Context: an optimization exercise on an open-source flow, tuned for small area, a short achievable clock period and few clock cycles per item. The choices shown serve that exercise and are no tape-out recipe.
At most, simulation tests tie the RTL to the original design; equivalence was not proved.
Power figures rest on the tool's default switching activity, not on a simulated workload.

==> inputs of run a <==
// goertzel_power_detect
module goertzel_power_detect #(
   parameter int OW       = 20,
   parameter int PW       = 2*OW+1,
   parameter int HOLD_ON  = 3,
   parameter int HOLD_OFF = 3
) (
   input  logic            i_clk,
   input  logic            i_rst,
   input  logic [2*OW-1:0] s_axis_tdata,
   input  logic            s_axis_tvalid,
   output logic            s_axis_tready,
   output logic [PW-1:0]   m_axis_tdata,
   output logic            m_axis_tuser,
   output logic            m_axis_tvalid,
   input  logic            m_axis_tready,
   input  logic [PW-1:0]   i_threshold,
   output logic            o_detect
);
   localparam bit c_INREG  = 1'b1;
   localparam bit c_MIDREG = 1'b1;
   localparam bit c_INMUX  = 1'b0;
   localparam int c_HMAX = (HOLD_ON > HOLD_OFF) ? HOLD_ON : HOLD_OFF;
   localparam int c_CW   = (c_HMAX > 1) ? $clog2(c_HMAX) : 1;
   logic            w_en;
   logic            w_v1, w_v2;
   logic            r_v3;
   logic [OW-1:0]   x_re, x_im;
   logic [67-1:0] w_mid_d, w_mid_q;
   logic [PW-1:0]   w_ra, w_rb;
   logic [PW-1:0]   w_sum;
   logic            w_hit;
   logic [PW-1:0]   r_pwr;
   logic            r_hit;
   logic            r_det;
   logic [c_CW-1:0] r_cnt, w_cnt_nxt;
   logic            w_det_nxt;
   assign w_en          = !r_v3 || m_axis_tready;
   assign s_axis_tready = w_en;
   generate
      if (c_INREG) begin : g_in
         logic            r_v1;
         logic [OW-1:0]   r_re, r_im;
         logic [2*OW-1:0] w_in_d;
         if (c_INMUX) begin : g_mux
  ...
export LEC_CHECK = 0
export CAP_MARGIN = 20
export CORE_MARGIN = 2
export CORE_UTILIZATION = 40
export CTS_BUF_LIST = sky130_fd_sc_hd__clkbuf_8
export SETUP_SLACK_MARGIN = 3.5
export SLEW_MARGIN = 20
export SYNTH_HIERARCHICAL = 1
export SYNTH_MINIMUM_KEEP_SIZE = 0
create_clock -name core_clock -period 8.0 [get_ports {i_clk}]
standard.sh (not shown) runs the stock make flow with config.mk's settings and CLKGATE_MAP_FILE= SYNTH_SCRIPT=/design/flow/synth_recipe.tcl, a recipe that flattens the netlist after the stock synthesis.
==> flow/flow/run.sh <==
#!/bin/bash
# Standard ORFS layout (the standard.sh, standard synthesis unchanged),
# with the port buffers made from the smallest buffer cell.
set -euo pipefail
bash standard.sh BUFFER_PORTS_ARGS="-buffer_cell sky130_fd_sc_hd__buf_1" finish > standard_flow.log 2>&1
==> run b (differences from run a) <==
--- a/flow/design.v
+++ b/flow/design.v
@@ -16,13 +16,13 @@
    input  logic            m_axis_tready,
    input  logic [PW-1:0]   i_threshold,
    output logic            o_detect
 );
    localparam bit c_INREG  = 1'b1;
    localparam bit c_MIDREG = 1'b1;
-   localparam bit c_INMUX  = 1'b0;
+   localparam bit c_INMUX  = 1'b1;
    localparam int c_HMAX = (HOLD_ON > HOLD_OFF) ? HOLD_ON : HOLD_OFF;
    localparam int c_CW   = (c_HMAX > 1) ? $clog2(c_HMAX) : 1;
    logic            w_en;
    logic            w_v1, w_v2;
    logic            r_v3;
    logic [OW-1:0]   x_re, x_im;
--- a/flow/config.mk
+++ b/flow/config.mk
@@ -4,12 +4,13 @@
 export VERILOG_FILES = /design/flow/design.v
 export SDC_FILE = /design/flow/constraint.sdc
 export NUM_CORES = 4
 export LEC_CHECK = 0
 export CAP_MARGIN = 20
 export CORE_MARGIN = 2
-export CORE_UTILIZATION = 40
+export CORE_UTILIZATION = 60
 export CTS_BUF_LIST = sky130_fd_sc_hd__clkbuf_8
+export PLACE_DENSITY = 0.75
 export SETUP_SLACK_MARGIN = 3.5
 export SLEW_MARGIN = 20
 export SYNTH_HIERARCHICAL = 1
 export SYNTH_MINIMUM_KEEP_SIZE = 0
==> notes.md <==
                                                                       run a           run b
Status                                                        finished clean  finished clean
Maximum number of pins on one net before global-route repair             103              68
Routed WL per cell                                                  21.31 um        19.91 um
Iteration-0 DRC Markers                                                 1112            1092
Met1 Track Usage GR                                                   29.62%          39.23%
Post-Route Hold Slack                                               453.2 ps        466.9 ps
Final clock-cell share                                                2.082%          2.029%
Number of placed instances, taps included                               2123            2013
Placement Setup Slack                                                3079 ps         3116 ps
Final Routed Wirelength                                             48.05 mm        40.80 mm
#MultiIn Comb                                                           1100            1140
LEAKAGE                                                          0.008180 uW     0.007656 uW
XOR/XNOR share of the synthesized area                                1.529%          1.521%
Buffers inserted during post-CTS setup optimization                       85               2
Final cell count without fillers                                        2255            2049
Testbench counts of run b, summed over its fixed seeds: cycles 2,072, items 2,048.
For run a, only the layout was checked, not whether the RTL still works.

---

==> quartz <==
Another version of the RTL of goertzel_power_detect (not shown whole).
clock: 8.0 ns
lec_check: 0
cap_margin: 20
core_margin: 2
core_utilization: 40
cts_buf_list: sky130_fd_sc_hd__clkbuf_8
setup_slack_margin: 3.5
slew_margin: 20
synth_hierarchical: 1
synth_minimum_keep_size: 0
Scripts as last shown in full above: flow/flow/run.sh
==> onyx (differences from quartz) <==
Settings changed: SETUP_SLACK_MARGIN 3.5 to 3.8.
==> notes.md <==
- Against quartz, the setup slack of onyx is higher by 150 ps.
- Clock-buffer cell count is the same in onyx and quartz.
- Against quartz, the sequential share of layout area of onyx is lower by 0.098 points.
- Sequential power is about the same in quartz and onyx.
- Hold slack is about the same in quartz and onyx.
- Wire length is about the same in onyx and quartz.
- Via count is about the same in onyx and quartz.
- Between onyx and quartz, the lower maximum frequency is in quartz (gap 3.6%, measured against quartz).
- In quartz the first-iteration DRC count is larger than in onyx, by about 8%.
- onyx went through all stages and came out clean. quartz completed with no timing, DRC or antenna violations.
- Clock skew: quartz is higher than onyx (0.82 ps).
==> figures <==
metric                                                                     quartz                     onyx
Result of the run                                         complete, no violations  complete, no violations
Pwr Density                                                            478 mW/mm2               484 mW/mm2
Clock network power share                                                   0.065                    0.063
Clock buf/inv share                                                        0.0193                   0.0191
Routing usage on met3                                                      0.0396                   0.0393
Slack of the worst reg-to-reg path                                        3610 ps                  3760 ps
Wl on met1                                                               18900 um                 19200 um
Global-route wire length before repair                                   69300 um                 69400 um
Sequential Power Share                                                      0.216                    0.212
Sw Ratio                                                                    0.471                    0.470
Met1 demand-to-capacity share in global routing                             0.275                    0.275
Buffering overhead                                                         0.0356                   0.0381
Total routing resource utilization after global routing                     0.204                    0.204
Max VDD drop                                                             0.260 mV                 0.269 mV
Multi-input logic portion of the cell area                                  0.640                    0.639
Met2 track demand over resource in global routing                           0.331                    0.332
End-of-flow core utilization                                                0.438                    0.441
Overall power consumption                                                 8.98 mW                  9.17 mW
Final area over synthesized area                                           1.087x                   1.096x
DRC marker count from the first detailed-route iteration                      703                      649
Clock period minus worst slack                                            4390 ps                  4240 ps
Combined flip-flop and latch cell area                                0.00433 mm2              0.00434 mm2
Function was not checked in any run of this note: the RTL went through the layout flow alone.

---

==> run M <==
goertzel_power_detect, a different RTL version from the one above (not shown whole).
==> flow/design.v (excerpt) <==
module goertzel_power_detect #(
   parameter int OW       = 20,
   parameter int PW       = 2*OW+1,
   parameter int HOLD_ON  = 3,
   parameter int HOLD_OFF = 3
) (
   input  logic            i_clk,
   input  logic            i_rst,
   input  logic [2*OW-1:0] s_axis_tdata,
   input  logic            s_axis_tvalid,
   output logic            s_axis_tready,
   output logic [PW-1:0]   m_axis_tdata,
   output logic            m_axis_tuser,
   output logic            m_axis_tvalid,
   input  logic            m_axis_tready,
   input  logic [PW-1:0]   i_threshold,
   output logic            o_detect
);
   localparam bit c_INREG  = 1'b1;
   localparam bit c_MIDREG = 1'b1;
   localparam bit c_INMUX  = 1'b1;
   localparam bit c_ABS    = 1'b1;
   localparam int c_HMAX = (HOLD_ON > HOLD_OFF) ? HOLD_ON : HOLD_OFF;
   localparam int c_CW   = (c_HMAX > 1) ? $clog2(c_HMAX) : 1;
   logic            w_en;
   logic            w_v1, w_v2;
   logic            r_v3;
   logic [OW-1:0]   x_re, x_im;
   logic [76-1:0] w_mid_d, w_mid_q;
   logic [PW-1:0]   w_ra, w_rb;
   logic [PW-1:0]   w_sum;
   logic            w_hit;
   logic [PW-1:0]   r_pwr;
   logic            r_hit;
   logic            r_det;
   logic [c_CW-1:0] r_cnt, w_cnt_nxt;
   logic            w_det_nxt;
   assign w_en          = !r_v3 || m_axis_tready;
   assign s_axis_tready = w_en;
   logic [2*OW-1:0] w_in_new;
   generate
      if (c_ABS) begin : g_abs
         goertzel_abs #(.W(OW)) u_abs_re (.i_x(s_axis_tdata[2*OW-1:OW]), .o_m(w_in_new[2*OW-1:OW]));
         goertzel_abs #(.W(OW)) u_abs_im (.i_x(s_axis_tdata[OW-1:0]),     .o_m(w_in_new[OW-1:0]));
      end else begin : g_nabs
         assign w_in_new = s_axis_tdata;
      end
   endgenerate
   generate
      if (c_INREG) begin : g_in
         logic            r_v1;
         logic [OW-1:0]   r_re, r_im;
  ...
Settings: LEC_CHECK=0, CAP_MARGIN=20, CORE_MARGIN=2, CORE_UTILIZATION=40, CTS_BUF_LIST=sky130_fd_sc_hd__clkbuf_8, SETUP_SLACK_MARGIN=3.95, SLEW_MARGIN=20, SYNTH_HIERARCHICAL=1, SYNTH_MINIMUM_KEEP_SIZE=0; clock period 8.0 ns.
Scripts as last shown in full above: flow/flow/run.sh
==> inputs of run A, as changes to run M <==
--- a/flow/config.mk
+++ b/flow/config.mk
@@ -11,3 +11,3 @@
 export CTS_BUF_LIST = sky130_fd_sc_hd__clkbuf_8
-export SETUP_SLACK_MARGIN = 3.95
+export SETUP_SLACK_MARGIN = 4.5
 export SLEW_MARGIN = 20
==> comparison <==
Run A produced a clean layout. Run M finished clean. In run A the cell count is larger than in run M, by about 6%. Register-to-register slack: run M is worse than run A (0.15 ns). In hold slack, run A and run M hardly differ. Between run A and run M, the lower sequential share of layout area is in run A (gap 2.0 points).
Testbench counts of run M, summed over its fixed seeds: cycles 2,072, items 2,048.
Testbench counts of run A, summed over its fixed seeds: cycles 2,072, items 2,048.

-- static timing again, ports no longer ideal --
The results above use ideal ports. As a check the final layouts listed here were re-extracted and re-timed, cells and wires unchanged.
Step 1: set_driving_cell puts a clkbuf_16 on i_clk and a buf_2 on each other input, an assumption about the parent block.
Step 2 moves the port delays by t, midway between the first and last clock arrival at a register: inputs arrive t later, outputs are due t later. That takes back most of the time a late clock gives input paths.
a / b / c = ideal / step 1 / step 2; a / b = the first two.
run	shift t [ns]	setup slack, ns	worst register clock-pin slew, ns	pins driven straight from the clock port
run a of note 1	0.583	3.632 / 3.632 / 3.632	0.11 / 0.11	1
run b of note 1	0.523	3.588 / 3.588 / 3.588	0.11 / 0.11	1
quartz	0.570	3.609 / 3.609 / 3.609	0.10 / 0.10	1
onyx	0.564	3.760 / 3.760 / 3.760	0.11 / 0.11	1
run M of note 3	0.577	4.008 / 3.984 / 3.578	0.11 / 0.11	1
run A of note 3	0.575	4.210 / 4.210 / 3.881	0.11 / 0.11	1
After both steps every run listed still meets setup and hold. For run M of note 3, which loses most, drivers alone change the setup slack by -0.024 ns; drivers and shift together by -0.430 ns.
